From an optimization exercise on the open Yosys and OpenROAD flow, aimed at small area; shortcuts taken in it are not production practice. Only simulation tests tie the RTL to the original design; equivalence was not proved. Power and IR drop assume default switching activity.

// branch_predictor
module branch_predictor #(
  parameter int unsigned ENTRIES   = 32,
  parameter int unsigned RAS_DEPTH = 8
) (
  input  logic        clk,
  input  logic        rst,
  input  logic        req,
  input  logic [31:0] PC_PF,
  input  logic        flush,
  input  logic        upd_valid,
  input  logic [31:0] upd_pc,
  input  logic [1:0]  upd_op,
  input  logic        upd_taken,
  input  logic [31:0] upd_target,
  input  logic        upd_call,
  output logic        pred_valid,
  output logic        pred_hit,
  output logic        pred_taken,
  output logic [31:0] target_addr_final
);
For scale: roughly 4400 cells after synthesis, roughly 2300 flip-flops, ~140 I/O pins, ~0.085 sq mm of cells after synthesis.
==> flow/config.mk <==
export PLATFORM = sky130hd
export DESIGN_NAME = branch_predictor
export DESIGN_NICKNAME = branch_predictor
export VERILOG_FILES = /design/flow/design.v
export SDC_FILE = /design/flow/constraint.sdc
export NUM_CORES = 4
export LEC_CHECK = 0
export CAP_MARGIN = 20
export CORE_MARGIN = 2
export CORE_UTILIZATION = 45
export PLACE_DENSITY = 0.55
export SLEW_MARGIN = 20
export SYNTH_HIERARCHICAL = 1
export SYNTH_MINIMUM_KEEP_SIZE = 0
==> flow/constraint.sdc <==
create_clock -name core_clock -period 6.5 [get_ports {clk}]
set_input_delay 1.3000 -clock core_clock [delete_from_list [all_inputs] [get_ports {clk}]]
set_output_delay 1.3000 -clock core_clock [all_outputs]
set_load 0.01 [all_outputs]
standard.sh (not shown) runs the stock make flow with config.mk's settings and CLKGATE_MAP_FILE= SYNTH_SCRIPT=/design/flow/synth_recipe.tcl, a recipe that flattens the netlist after the stock synthesis.
==> flow/flow/run.sh <==
#!/bin/bash
set -euo pipefail
export CTS_ARGS="-sink_clustering_enable -repair_clock_nets -dont_use_dummy_load -sink_clustering_size 16 -sink_clustering_max_diameter 50 -buf_list {sky130_fd_sc_hd__clkbuf_4 sky130_fd_sc_hd__clkbuf_8}"
export BUFFER_PORTS_ARGS="-buffer_cell sky130_fd_sc_hd__buf_4"
export RECOVER_POWER=100
bash standard.sh > flow.log 2>&1
The first run finished but fails on capacitance limit, slew limit.
==> next run, changes <==
==> flow/flow/run.sh (replaced) <==
#!/bin/bash
set -euo pipefail
export CTS_ARGS="-sink_clustering_enable -repair_clock_nets -dont_use_dummy_load -sink_clustering_size 18 -sink_clustering_max_diameter 50 -buf_list {sky130_fd_sc_hd__clkbuf_4 sky130_fd_sc_hd__clkbuf_8}"
export BUFFER_PORTS_ARGS="-buffer_cell sky130_fd_sc_hd__buf_4"
bash standard.sh > flow.log 2>&1
--- a/flow/config.mk
+++ b/flow/config.mk
@@ -6,9 +6,9 @@
 export NUM_CORES = 4
 export LEC_CHECK = 0
-export CAP_MARGIN = 20
+export CAP_MARGIN = 10
 export CORE_MARGIN = 2
 export CORE_UTILIZATION = 45
 export PLACE_DENSITY = 0.55
-export SLEW_MARGIN = 20
+export SLEW_MARGIN = 10
 export SYNTH_HIERARCHICAL = 1
 export SYNTH_MINIMUM_KEEP_SIZE = 0
What happened:
- The new run completed without violations
- final area grows by 0.88%
- first-iteration DRC count decreases by 0.63%
- count of clock-buffer cells in the layout grows by 9
- core utilization goes up by 0.44 points
- non-clock buffer count fell by 13
==> next run, changes <==
==> flow/flow/run.sh (replaced) <==
#!/bin/bash
set -euo pipefail
export CTS_ARGS="-sink_clustering_enable -repair_clock_nets -dont_use_dummy_load -sink_clustering_size 16 -sink_clustering_max_diameter 50 -buf_list {sky130_fd_sc_hd__clkbuf_4 sky130_fd_sc_hd__clkbuf_8}"
export BUFFER_PORTS_ARGS="-buffer_cell sky130_fd_sc_hd__buf_4"
bash standard.sh > flow.log 2>&1
--- a/flow/config.mk
+++ b/flow/config.mk
@@ -6,9 +6,9 @@
 export NUM_CORES = 4
 export LEC_CHECK = 0
-export CAP_MARGIN = 10
+export CAP_MARGIN = 20
 export CORE_MARGIN = 2
 export CORE_UTILIZATION = 45
 export PLACE_DENSITY = 0.55
-export SLEW_MARGIN = 10
+export SLEW_MARGIN = 20
 export SYNTH_HIERARCHICAL = 1
 export SYNTH_MINIMUM_KEEP_SIZE = 0
Outcome:
- power is lower by 0.52%
- setup slack improves by 80 ps
- clock skew falls by 6.5 ps
- clock-buffer cell count decreases by 9
- clock power came out lower by about 2%
- sequential share of layout area decreases by 0.12 points
- non-clock buffer count grows by 13
- synthesized cell count is unchanged
- fmax goes up by 1.5%
==> next run, changes <==
--- a/flow/config.mk
+++ b/flow/config.mk
@@ -8,6 +8,6 @@
 export CAP_MARGIN = 20
 export CORE_MARGIN = 2
-export CORE_UTILIZATION = 45
-export PLACE_DENSITY = 0.55
+export CORE_UTILIZATION = 55
+export PLACE_DENSITY = 0.65
 export SLEW_MARGIN = 20
 export SYNTH_HIERARCHICAL = 1
The changed run ran to the end with no violations.
Area after synthesis stays the same.
Total power falls slightly.
Design area falls slightly.
Non-clock buffer count rises by 36.
Via count rises slightly.
Sequential share of layout area rises by 0.25 points.
Setup slack got worse by 440 ps.

==> port drivers added, routing unchanged <==
In the flow no input, the clock included, has a driving cell. The finished layouts below were timed again as built, in two steps. Step 1 assumes that a clkbuf_16 drives the clock port and a buf_2 every other input. Step 2 times the ports against the registers' clock, not the clock port: input delays grow and output delays shrink by t, the midpoint of the rising clock arrivals with the driver on. Three values: no drivers, after step 1, after step 2; two values: the first two.
run	t, ns	setup slack, ns	worst setup path at the end	worst register clock-pin slew, ns	pins driven straight from the clock port
the first run	1.038	0.557 / 0.580 / -0.458	input to register	0.11 / 0.11	1
the second run	1.022	1.040 / 1.084 / 0.062	input to register	0.11 / 0.11	1
the third run	1.032	1.120 / 1.165 / 0.133	input to register	0.11 / 0.11	1
the fourth run	1.037	0.684 / 0.676 / -0.361	input to register	0.11 / 0.11	1
For the fourth run, which loses most, drivers alone change the setup slack by -0.008 ns; drivers and shift together by -1.045 ns.
